What follows belongs to an exercise in optimizing a design on an open flow for small area, a short achievable clock period and few clock cycles; a production flow would make more cautious choices. At most, simulation tests tie the RTL to the original design; equivalence was not proved. Power is estimated from default activity; no workload was simulated.

==> flow/design.v <==
`default_nettype none
package octree_pkg;
  typedef logic [16-1:0]   addr_t;
  typedef logic [64-1:0]   word_t;
  typedef logic [3-1:0]  level_t;
  typedef logic [12-1:0]    pos_t;
  typedef logic [12-1:0]   slot_t;
  typedef logic [4-1:0] lod_mask_t;
  typedef enum logic [1:0] {WALK_IDLE, WALK_POP, WALK_READ, WALK_SCAN} walk_state_e;
  typedef enum logic [1:0] {FETCH_IDLE, FETCH_READ, FETCH_WAIT, FETCH_HOLD} fetch_state_e;
endpackage
`default_nettype wire
`timescale 1ns/1ps
`default_nettype none
import octree_pkg::*;
module octree_searcher
(
  input  logic           clk,
  input  logic           rst_n,
  input  logic           start_i,
  input  octree_pkg::lod_mask_t      lod_mask_i,
  output logic           busy_o,
  output logic           done_o,
  output logic           sram_cen_o,
  output octree_pkg::addr_t          sram_addr_o,
  input  octree_pkg::word_t          sram_q_i,
  output octree_pkg::word_t          feature_o,
  output logic           feature_valid_o,
  input  logic           feature_ready_i
);
  function automatic logic [2:0] ffs8(input logic [7:0] m);
    ffs8 = m[0] ? 3'd0 : m[1] ? 3'd1 : m[2] ? 3'd2 : m[3] ? 3'd3 :
           m[4] ? 3'd4 : m[5] ? 3'd5 : m[6] ? 3'd6 : 3'd7;
  endfunction
  logic        s_idle, s_issue, s_data, s_dec, s_adv, s_done;
  logic        qfeat_q;    
  logic [1:0]  lvl_q;      
  logic [1:0]  dep_q;      
  logic [7:0]  m0_q, m1_q, m2_q;   
  logic [7:0]  cap_q;      
  logic [9:0]  slot_q;     
  logic        fbusy_q;
  logic [7:0]  fa_q;       
  logic [7:0]  fmask_q;    
  logic [1:0]  fk_q;       
  logic        freq, ffire;
  assign freq  = fbusy_q && !s_issue && !s_idle;
  assign ffire = freq && (!qfeat_q || feature_ready_i);
  assign sram_cen_o  = qfeat_q && !feature_ready_i;
  assign sram_addr_o = (s_issue || s_idle) ? {8'b0, slot_q[9:2]} : {5'b0, 1'b1, fa_q, fk_q};
  assign feature_o       = sram_q_i;
  assign feature_valid_o = qfeat_q;
  assign busy_o          = !s_idle;
  assign done_o          = s_done && !fbusy_q && !qfeat_q;
  logic [7:0] fafter, frest;
  logic       f_last, f_accept;
  logic [2:0] fn;
  always_comb begin
    for (int j = 0; j < 8; j++) fafter[j] = (fa_q[2:0] != 3'd0) && (3'(j) >= fa_q[2:0]);
  end
  assign frest    = fmask_q & fafter;
  assign f_last   = (fk_q == 2'd3) && (frest == 8'd0);
  assign f_accept = !fbusy_q || (ffire && f_last);
  assign fn       = ffs8(frest);
  logic [15:0] lane;
  logic [7:0]  cbits, sbits;
  assign lane = sram_q_i[{slot_q[1:0], 4'b0000} +: 16];
  always_comb begin
    for (int i = 0; i < 8; i++) begin
      cbits[i] = lane[2*i];
      sbits[i] = lane[2*i+1];
    end
  end
  logic leaf, any;
  assign leaf = (dep_q == lvl_q);
  assign any  = |cap_q;
  logic [7:0] mp, mp_rest, after;
  logic       more;
  logic [2:0] n;
  always_comb begin
    for (int j = 0; j < 8; j++) after[j] = (slot_q[2:0] != 3'd0) && (3'(j) >= slot_q[2:0]);
  end
  assign mp      = (dep_q == 2'd1) ? m0_q : (dep_q == 2'd2) ? m1_q : m2_q;
  assign mp_rest = mp & after;
  assign more    = (dep_q != 2'd0) && (mp_rest != 8'd0);
  assign n       = ffs8(mp_rest);
  logic [3:0] lod_above;
  logic       has_next_lvl;
  logic [1:0] next_lvl;
  always_comb begin
    for (int i = 0; i < 4; i++) lod_above[i] = lod_mask_i[i] && (2'(i) > lvl_q);
    has_next_lvl = |lod_above;
    next_lvl = lod_above[1] ? 2'd1 : lod_above[2] ? 2'd2 : 2'd3;
  end
  logic [2:0] ic;
  logic [9:0] child_slot, sib_slot, par_slot;
  logic [6:0] lo_inc, hi_inc, hi_dec;
  always_comb begin
    lo_inc     = slot_q[6:0] + 7'd1;
    hi_inc     = slot_q[9:3] + 7'd1;
    hi_dec     = slot_q[9:3] - 7'd1;
    ic         = ffs8(cap_q);
    child_slot = {(ic == 3'd7) ? lo_inc : slot_q[6:0], 3'(ic + 3'd1)};
    sib_slot   = {(n == 3'd7) ? hi_inc : slot_q[9:3], 3'(n + 3'd1)};
    par_slot   = {3'd0, (slot_q[2:0] == 3'd0) ? hi_dec : slot_q[9:3]};
  end
  logic dec_desc, dec_hold, handoff, adv, adv_sib, adv_up, adv_end;
  assign dec_desc = s_dec && !leaf && any;
  assign dec_hold = s_dec && leaf && any && !f_accept;
  assign handoff  = s_dec && leaf && any && f_accept;
  assign adv      = s_adv || (s_dec && !dec_desc && !dec_hold);
  assign adv_sib  = adv && more;
  assign adv_up   = adv && !more && (dep_q != 2'd0);
  assign adv_end  = adv && (dep_q == 2'd0);
  logic [7:0] fa_next;
  assign fa_next = {(fn == 3'd7) ? fa_q[7:3] + 5'd1 : fa_q[7:3], 3'(fn + 3'd1)};
  always_ff @(posedge clk or negedge rst_n) begin
    if (!rst_n) begin
      s_idle    <= 1'b1;
      s_issue   <= 1'b0;
      s_data    <= 1'b0;
      s_dec     <= 1'b0;
      s_adv     <= 1'b0;
      s_done    <= 1'b0;
      qfeat_q   <= 1'b0;
      fbusy_q   <= 1'b0;
      fk_q      <= 2'd0;
      slot_q    <= 10'd0;
    end else begin
      qfeat_q <= ffire || (qfeat_q && !feature_ready_i);
      if (ffire) begin
        fk_q <= fk_q + 2'd1;
        if (f_last) fbusy_q <= 1'b0;
      end
      if (handoff) fbusy_q <= 1'b1;
      if (s_idle && start_i) begin
        s_idle <= 1'b0;
        if (lod_mask_i == 4'd0) s_done <= 1'b1;
        else s_data <= 1'b1;
      end
      if (s_issue && (!qfeat_q || feature_ready_i)) begin
        s_issue <= 1'b0;
        s_data  <= 1'b1;
      end
      if (s_data) begin
        s_data <= 1'b0;
        s_dec  <= 1'b1;
      end
      if (dec_desc) begin
        s_dec   <= 1'b0;
        s_issue <= 1'b1;
        slot_q  <= child_slot;
      end
      if (adv) begin
        s_dec <= 1'b0;
        s_adv <= adv_up;
      end
      if (adv_sib) begin
        s_issue <= 1'b1;
        slot_q  <= sib_slot;
      end
      if (adv_up) slot_q <= par_slot;
      if (adv_end) begin
        slot_q <= 10'd0;
        if (has_next_lvl) s_issue <= 1'b1;
        else s_done <= 1'b1;
      end
      if (done_o) begin
        s_done <= 1'b0;
        s_idle <= 1'b1;
      end
    end
  end
  always_ff @(posedge clk) begin
    if (s_idle && start_i) begin
      dep_q <= 2'd0;
      lvl_q <= lod_mask_i[0] ? 2'd0 : lod_mask_i[1] ? 2'd1 : lod_mask_i[2] ? 2'd2 : 2'd3;
    end
    if (s_data) cap_q <= leaf ? sbits : cbits;
    if (dec_desc) begin
      dep_q <= dep_q + 2'd1;
      case (dep_q)
        2'd0: m0_q <= cap_q;
        2'd1: m1_q <= cap_q;
        default: m2_q <= cap_q;
      endcase
    end
    if (adv_up) dep_q <= dep_q - 2'd1;
    if (adv_end) lvl_q <= next_lvl;
    if (ffire && (fk_q == 2'd3)) fa_q <= fa_next;
    if (handoff) begin
      fa_q    <= child_slot[7:0];
      fmask_q <= cap_q;
    end
  end
endmodule
`default_nettype wire
clock: 6.0 ns
lec_check: 0
abc_area: 1
cap_margin: 20
core_margin: 2
core_utilization: 40
setup_slack_margin: 3.25
slew_margin: 20
standard.sh (not shown) runs the stock make flow with config.mk's settings and CLKGATE_MAP_FILE= SYNTH_SCRIPT=/design/flow/synth_recipe.tcl, a recipe that flattens the netlist after the stock synthesis.
==> flow/flow/run.sh <==
#!/bin/bash
# Standard ORFS layout, with small buffers on the ports and a clock tree
# without dummy balancing loads, built from larger sink clusters.
set -euo pipefail
export BUFFER_PORTS_ARGS="-buffer_cell sky130_fd_sc_hd__buf_1"
export CTS_ARGS="-sink_clustering_enable -repair_clock_nets -buf_list sky130_fd_sc_hd__clkbuf_8 -sink_clustering_size 40 -sink_clustering_max_diameter 100 -dont_use_dummy_load"
bash standard.sh > standard_make.log 2>&1
Testbench counts at the start, summed over its fixed seeds: cycles 55,432.
Change:
--- a/flow/design.v
+++ b/flow/design.v
@@ -91,25 +91,28 @@
     for (int i = 0; i < 4; i++) lod_above[i] = lod_mask_i[i] && (2'(i) > lvl_q);
     has_next_lvl = |lod_above;
     next_lvl = lod_above[1] ? 2'd1 : lod_above[2] ? 2'd2 : 2'd3;
   end
-  logic [2:0] ic;
+  logic [2:0] ic, ia;
   logic [9:0] child_slot, sib_slot, par_slot;
+  logic [7:0] fa_first;
   logic [6:0] lo_inc, hi_inc, hi_dec;
   always_comb begin
     lo_inc     = slot_q[6:0] + 7'd1;
     hi_inc     = slot_q[9:3] + 7'd1;
     hi_dec     = slot_q[9:3] - 7'd1;
-    ic         = ffs8(cap_q);
+    ic         = ffs8(cbits);
+    ia         = ffs8(cap_q);
     child_slot = {(ic == 3'd7) ? lo_inc : slot_q[6:0], 3'(ic + 3'd1)};
+    fa_first   = {(ia == 3'd7) ? lo_inc[4:0] : slot_q[4:0], 3'(ia + 3'd1)};
     sib_slot   = {(n == 3'd7) ? hi_inc : slot_q[9:3], 3'(n + 3'd1)};
     par_slot   = {3'd0, (slot_q[2:0] == 3'd0) ? hi_dec : slot_q[9:3]};
   end
   logic dec_desc, dec_hold, handoff, adv, adv_sib, adv_up, adv_end;
-  assign dec_desc = s_dec && !leaf && any;
-  assign dec_hold = s_dec && leaf && any && !f_accept;
-  assign handoff  = s_dec && leaf && any && f_accept;
-  assign adv      = s_adv || (s_dec && !dec_desc && !dec_hold);
+  assign dec_desc = s_data && !leaf && (cbits != 8'd0);
+  assign dec_hold = s_dec && any && !f_accept;
+  assign handoff  = s_dec && any && f_accept;
+  assign adv      = s_adv || (s_dec && !dec_hold) || (s_data && !leaf && (cbits == 8'd0));
   assign adv_sib  = adv && more;
   assign adv_up   = adv && !more && (dep_q != 2'd0);
   assign adv_end  = adv && (dep_q == 2'd0);
   logic [7:0] fa_next;
@@ -143,12 +146,11 @@
         s_data  <= 1'b1;
       end
       if (s_data) begin
         s_data <= 1'b0;
-        s_dec  <= 1'b1;
+        s_dec  <= leaf;
       end
       if (dec_desc) begin
-        s_dec   <= 1'b0;
         s_issue <= 1'b1;
         slot_q  <= child_slot;
       end
       if (adv) begin
@@ -175,22 +177,22 @@
     if (s_idle && start_i) begin
       dep_q <= 2'd0;
       lvl_q <= lod_mask_i[0] ? 2'd0 : lod_mask_i[1] ? 2'd1 : lod_mask_i[2] ? 2'd2 : 2'd3;
     end
-    if (s_data) cap_q <= leaf ? sbits : cbits;
+    if (s_data) cap_q <= sbits;
     if (dec_desc) begin
       dep_q <= dep_q + 2'd1;
       case (dep_q)
-        2'd0: m0_q <= cap_q;
-        2'd1: m1_q <= cap_q;
-        default: m2_q <= cap_q;
+        2'd0: m0_q <= cbits;
+        2'd1: m1_q <= cbits;
+        default: m2_q <= cbits;
       endcase
     end
     if (adv_up) dep_q <= dep_q - 2'd1;
     if (adv_end) lvl_q <= next_lvl;
     if (ffire && (fk_q == 2'd3)) fa_q <= fa_next;
     if (handoff) begin
-      fa_q    <= child_slot[7:0];
+      fa_q    <= fa_first;
       fmask_q <= cap_q;
     end
   end
 endmodule
What happened:
- non-clock buffer count grows by 9
- via count grows by 5.4%
- first-iteration DRC count grows by 6.9%
- routed wire length grows by 1.7%
- die area grows by 1.7%
- design area grows by 4.5%
- total power grows by 5.7%
- synthesized cell count grows by 3.3%
- clock power grows by about 2%
- synthesized area grows by 1.8%
- cell count grows by 4.3%
Function not checked in the second run of this note: the RTL went through the layout flow alone.

========
RTL: the design.v shown in full above, as it stands there.
export LEC_CHECK = 0
export ABC_AREA = 1
export CAP_MARGIN = 20
export CORE_MARGIN = 2
export CORE_UTILIZATION = 55
export PLACE_DENSITY = 0.7
export SETUP_SLACK_MARGIN = 3.25
export SLEW_MARGIN = 20
create_clock -name core_clock -period 6.0 [get_ports {clk}]
Scripts as last shown in full above: flow/flow/run.sh
The baseline finished with timing, DRC and antenna clean.
Testbench counts at the start, summed over its fixed seeds: cycles 55,432.
Then changed:
--- a/flow/design.v
+++ b/flow/design.v
@@ -41,18 +41,23 @@
   logic [9:0]  slot_q;     
   logic        fbusy_q;
   logic [7:0]  fa_q;       
   logic [7:0]  fmask_q;    
   logic [1:0]  fk_q;       
-  logic        freq, ffire;
-  assign freq  = fbusy_q && !s_issue && !s_idle;
+  logic        freq, ffire, wsel, dsel;
+  logic [9:0]  child_slot;
+  assign dsel  = s_dec && (dep_q != lvl_q) && (cap_q != 8'd0);
+  assign wsel  = s_issue || s_idle || dsel;
+  assign freq  = fbusy_q && !wsel;
   assign ffire = freq && (!qfeat_q || feature_ready_i);
   assign sram_cen_o  = qfeat_q && !feature_ready_i;
-  assign sram_addr_o = (s_issue || s_idle) ? {8'b0, slot_q[9:2]} : {5'b0, 1'b1, fa_q, fk_q};
+  assign sram_addr_o = (s_issue || s_idle) ? {8'b0, slot_q[9:2]} :
+                       dsel ? {8'b0, child_slot[9:2]} : {5'b0, 1'b1, fa_q, fk_q};
   assign feature_o       = sram_q_i;
   assign feature_valid_o = qfeat_q;
   assign busy_o          = !s_idle;
+  assign s_done          = !(s_idle || s_issue || s_data || s_dec || s_adv);
   assign done_o          = s_done && !fbusy_q && !qfeat_q;
   logic [7:0] fafter, frest;
   logic       f_last, f_accept;
   logic [2:0] fn;
   always_comb begin
@@ -91,11 +96,11 @@
     for (int i = 0; i < 4; i++) lod_above[i] = lod_mask_i[i] && (2'(i) > lvl_q);
     has_next_lvl = |lod_above;
     next_lvl = lod_above[1] ? 2'd1 : lod_above[2] ? 2'd2 : 2'd3;
   end
   logic [2:0] ic;
-  logic [9:0] child_slot, sib_slot, par_slot;
+  logic [9:0] sib_slot, par_slot;
   logic [6:0] lo_inc, hi_inc, hi_dec;
   always_comb begin
     lo_inc     = slot_q[6:0] + 7'd1;
     hi_inc     = slot_q[9:3] + 7'd1;
     hi_dec     = slot_q[9:3] - 7'd1;
@@ -119,11 +124,10 @@
       s_idle    <= 1'b1;
       s_issue   <= 1'b0;
       s_data    <= 1'b0;
       s_dec     <= 1'b0;
       s_adv     <= 1'b0;
-      s_done    <= 1'b0;
       qfeat_q   <= 1'b0;
       fbusy_q   <= 1'b0;
       fk_q      <= 2'd0;
       slot_q    <= 10'd0;
     end else begin
@@ -133,12 +137,11 @@
         if (f_last) fbusy_q <= 1'b0;
       end
       if (handoff) fbusy_q <= 1'b1;
       if (s_idle && start_i) begin
         s_idle <= 1'b0;
-        if (lod_mask_i == 4'd0) s_done <= 1'b1;
-        else s_data <= 1'b1;
+        s_data <= (lod_mask_i != 4'd0);
       end
       if (s_issue && (!qfeat_q || feature_ready_i)) begin
         s_issue <= 1'b0;
         s_data  <= 1'b1;
       end
@@ -146,12 +149,13 @@
         s_data <= 1'b0;
         s_dec  <= 1'b1;
       end
       if (dec_desc) begin
         s_dec   <= 1'b0;
-        s_issue <= 1'b1;
         slot_q  <= child_slot;
+        if (!qfeat_q || feature_ready_i) s_data <= 1'b1;
+        else s_issue <= 1'b1;
       end
       if (adv) begin
         s_dec <= 1'b0;
         s_adv <= adv_up;
       end
@@ -161,16 +165,12 @@
       end
       if (adv_up) slot_q <= par_slot;
       if (adv_end) begin
         slot_q <= 10'd0;
         if (has_next_lvl) s_issue <= 1'b1;
-        else s_done <= 1'b1;
       end
-      if (done_o) begin
-        s_done <= 1'b0;
-        s_idle <= 1'b1;
-      end
+      if (done_o) s_idle <= 1'b1;
     end
   end
   always_ff @(posedge clk) begin
     if (s_idle && start_i) begin
       dep_q <= 2'd0;
=>
- The changed run finished clean
- cell area increases by 6.8%
- sequential power shrinks by 3.1%
- die area decreases by 1.7%
- global-route usage went up by 1.6 points
- first-iteration DRC count rose by 1.6%
- wire length increases by 3.5%
- register-to-register slack gets worse by 160 ps
- core utilization rises by 4.5 points
- setup slack gets worse by 860 ps
- synthesized area falls by 1.7%
- clock skew goes up by 10 ps
The RTL of the second run of this note was laid out without a check of its function.

========
## main
octree_searcher, a different RTL version from the one above (not shown whole).
Size in the first run: ~810 cells after synthesis, roughly 160 I/O pins, about 5700 sq um of cells after synthesis.
## octree_searcher
module octree_searcher
(
  input  logic           clk,
  input  logic           rst_n,
  input  logic           start_i,
  input  octree_pkg::lod_mask_t      lod_mask_i,
  output logic           busy_o,
  output logic           done_o,
  output logic           sram_cen_o,
  output octree_pkg::addr_t          sram_addr_o,
  input  octree_pkg::word_t          sram_q_i,
  output octree_pkg::word_t          feature_o,
  output logic           feature_valid_o,
  input  logic           feature_ready_i
);
  function automatic logic [2:0] ffs8(input logic [7:0] m);
    ffs8 = m[0] ? 3'd0 : m[1] ? 3'd1 : m[2] ? 3'd2 : m[3] ? 3'd3 :
           m[4] ? 3'd4 : m[5] ? 3'd5 : m[6] ? 3'd6 : 3'd7;
  endfunction
  logic        s_idle, s_issue, s_data, s_dec, s_done;
  logic        qfeat_q;    
  logic [1:0]  lvl_q;      
  logic [1:0]  dep_q;      
  logic [7:0]  m0_q, m1_q, m2_q;   
  logic [7:0]  cap_q;      
  logic [7:0]  waddr_q;    
  logic [1:0]  wlane_q;    
  logic        fbusy_q;
  ...
==> flow/config.mk <==
export PLATFORM = sky130hd
export DESIGN_NAME = octree_searcher
export DESIGN_NICKNAME = octree_searcher
export VERILOG_FILES = /design/flow/design.v
export SDC_FILE = /design/flow/constraint.sdc
export NUM_CORES = 4
export LEC_CHECK = 0
export ABC_AREA = 1
export CAP_MARGIN = 20
export CORE_MARGIN = 2
export CORE_UTILIZATION = 40
export SETUP_SLACK_MARGIN = 3.25
export SLEW_MARGIN = 20
==> flow/constraint.sdc <==
create_clock -name core_clock -period 6.0 [get_ports {clk}]
set_input_delay 1.2000 -clock core_clock [delete_from_list [all_inputs] [get_ports {clk}]]
set_output_delay 1.2000 -clock core_clock [all_outputs]
set_load 0.01 [all_outputs]
==> flow/flow/run.sh <==
#!/bin/bash
# Standard ORFS layout, with small buffers on the ports instead of the default choice.
set -euo pipefail
export BUFFER_PORTS_ARGS="-buffer_cell sky130_fd_sc_hd__buf_2"
bash standard.sh > standard_make.log 2>&1
Relative to main, the following input files were edited for the feature branch:
--- a/flow/design.v
+++ b/flow/design.v
@@ -30,12 +30,13 @@
 );
   function automatic logic [2:0] ffs8(input logic [7:0] m);
     ffs8 = m[0] ? 3'd0 : m[1] ? 3'd1 : m[2] ? 3'd2 : m[3] ? 3'd3 :
            m[4] ? 3'd4 : m[5] ? 3'd5 : m[6] ? 3'd6 : 3'd7;
   endfunction
   logic        s_idle, s_issue, s_data, s_dec, s_done;
+  logic        busy_q;
   logic        qfeat_q;    
   logic [1:0]  lvl_q;      
   logic [1:0]  dep_q;      
   logic [7:0]  m0_q, m1_q, m2_q;   
   logic [7:0]  cap_q;      
   logic [7:0]  waddr_q;    
@@ -46,17 +47,17 @@
   logic [1:0]  fk_q;       
   logic        wreq, freq, ffire;
   logic        rq_free_q, rq_held_q, dn_free_q, dn_held_q;
   assign wreq  = s_issue;
   assign freq  = fbusy_q && !s_issue && !s_idle;
   assign ffire = freq && (!qfeat_q || feature_ready_i);
-  assign sram_cen_o  = !(rq_free_q || (rq_held_q && feature_ready_i));
+  assign sram_cen_o  = !((s_idle && start_i) || rq_free_q || (rq_held_q && feature_ready_i));
   assign sram_addr_o = (s_issue || s_idle) ? {8'b0, waddr_q} : {5'b0, 1'b1, fa_q, fk_q};
   assign feature_o       = sram_q_i;
   assign feature_valid_o = qfeat_q;
-  assign busy_o          = !s_idle;
+  assign busy_o          = busy_q;
   assign done_o          = dn_free_q || (dn_held_q && feature_ready_i);
   logic       f_last, f_accept;
   logic [2:0] fn;
   assign f_last   = (fk_q == 2'd3) && (frest_q == 8'd0);
   assign f_accept = !fbusy_q || (ffire && f_last);
   assign fn       = ffs8(frest_q);
@@ -90,23 +91,25 @@
   always_comb begin
     for (int i = 0; i < 4; i++) lod_above[i] = lod_mask_i[i] && (2'(i) > lvl_q);
     has_next_lvl = |lod_above;
     next_lvl = lod_above[1] ? 2'd1 : lod_above[2] ? 2'd2 : 2'd3;
   end
   logic [9:0] slot_cur, child_slot, sib3_slot, sib2_slot, sib1_slot, adv_slot;
-  logic [2:0] ic, p1, n1, n2, n3;
+  logic [2:0] ic, p1, p2, n1, n2, n3;
   always_comb begin
     slot_cur = {waddr_q, wlane_q};
     ic = ffs8(cap_q);
     p1 = ffs8(m0_q);
+    p2 = ffs8(m1_q);
     n1 = ffs8(m0_rest);
     n2 = ffs8(m1_rest);
     n3 = ffs8(m2_rest);
     child_slot = {slot_cur[6:0] + 7'(ic == 3'd7), 3'(ic + 3'd1)};
-    sib3_slot  = {slot_cur[9:3] + 7'(n3 == 3'd7), 3'(n3 + 3'd1)};
-    sib2_slot  = {3'd0, ({1'b0, p1} + 4'd1) + 4'(n2 == 3'd7), 3'(n2 + 3'd1)};
+    sib3_slot  = {({1'b0, p1} + 4'd1), 6'd0} + {3'd0, ({1'b0, p2} + 4'd1), 3'd0} +
+                 {6'd0, ({1'b0, n3} + 4'd1)};
+    sib2_slot  = {3'd0, ({1'b0, p1} + 4'd1), 3'd0} + {6'd0, ({1'b0, n2} + 4'd1)};
     sib1_slot  = {6'd0, ({1'b0, n1} + 4'd1)};
     adv_slot   = adv3 ? sib3_slot : adv2 ? sib2_slot : adv1 ? sib1_slot : 10'd0;
   end
   logic [7:0] fa_first, fa_next;
   assign fa_first = {slot_cur[4:0] + 5'(ic == 3'd7), 3'(ic + 3'd1)};
   assign fa_next  = {fa_q[7:3] + 5'(fn == 3'd7), 3'(fn + 3'd1)};
@@ -132,37 +135,40 @@
     n_idle = s_idle;
     if (s_idle && start_i) n_idle = 1'b0;
     if (s_done && done_o) n_idle = 1'b1;
   end
   always_ff @(posedge clk or negedge rst_n) begin
     if (!rst_n) begin
-      rq_free_q <= 1'b1;
+      rq_free_q <= 1'b0;
       rq_held_q <= 1'b0;
       dn_free_q <= 1'b0;
       dn_held_q <= 1'b0;
     end else begin
-      rq_free_q <= (n_issue || n_fbusy || n_idle) && !n_qfeat;
+      rq_free_q <= (n_issue || (n_fbusy && !n_idle)) && !n_qfeat;
       rq_held_q <= (n_issue || (n_fbusy && !n_idle)) && n_qfeat;
       dn_free_q <= n_done && !n_fbusy && !n_qfeat;
       dn_held_q <= n_done && !n_fbusy && n_qfeat;
     end
   end
   always_ff @(posedge clk or negedge rst_n) begin
     if (!rst_n) begin
       s_idle  <= 1'b1;
       s_issue <= 1'b0;
       s_data  <= 1'b0;
       s_dec   <= 1'b0;
       s_done  <= 1'b0;
+      busy_q  <= 1'b0;
       qfeat_q <= 1'b0;
       fbusy_q <= 1'b0;
       fk_q    <= 2'd0;
       waddr_q <= 8'd0;
       wlane_q <= 2'd0;
     end else begin
       qfeat_q <= ffire || (qfeat_q && !feature_ready_i);
+      if (s_idle && start_i) busy_q <= 1'b1;
+      else if (done_o) busy_q <= 1'b0;
       if (ffire) begin
         fk_q <= fk_q + 2'd1;
         if (f_last) fbusy_q <= 1'b0;
       end
       if (handoff) fbusy_q <= 1'b1;
       if (s_idle && start_i) begin
==> comparison <==
- The lower met3 wirelength from detailed routing came out of main.
- main reports its source of the critical timing path as feature_ready_i while the feature branch reports start_i.
- Clock network power share for the feature branch: 1.0 points down relative to main
- Summary: with main as the reference, number of multi-input combinational cells in the feature branch moved up by more than 10%.
- When the feature branch is set beside main, its post-layout total power turns out to be about 6% larger.
- Going from main to the feature branch, the clock tree buffer count of the final layout was found to have gone down by 6.
- Going from main to the feature branch, post-layout instance count excluding filler cells rose about 6.4%, wire length after detailed routing rose 6.3%, via count rose 477.
No functional check of the RTL was part of any run of this note.

[what the ideal ports hide]
No port has a modelled driver above. Below, the same layouts with a new extraction and two added sets of constraints.
Step 1 sets driving cells, clkbuf_16 on the clock port and buf_2 on the other inputs (assumed; they add their load-dependent delay and slew).
Step 2 moves the port delays by t, midway between the first and last clock arrival at a register: inputs arrive t later, outputs are due t later. That takes back most of the time a late clock gives input paths.
Three values: ideal ports, drivers, drivers and shift; two values: the first two.
run	t, ns	setup WS [ns]	slew at the worst register clock pin (ns)
the first run of note 1	0.376	3.251 / 3.219 / 3.081	0.10 / 0.10
the second run of note 1	0.371	3.106 / 3.083 / 2.889	0.09 / 0.09
the first run of note 2	0.371	3.277 / 3.251 / 3.020	0.07 / 0.07
the second run of note 2	0.379	2.414 / 2.381 / 2.760	0.08 / 0.08
main	0.373	3.261 / 3.229 / 3.084	0.06 / 0.06
the feature branch	0.382	3.091 / 3.068 / 3.068	0.07 / 0.07
After both steps every run listed still meets setup and hold. For the first run of note 2, which loses most, drivers alone change the setup slack by -0.026 ns; drivers and shift together by -0.257 ns.
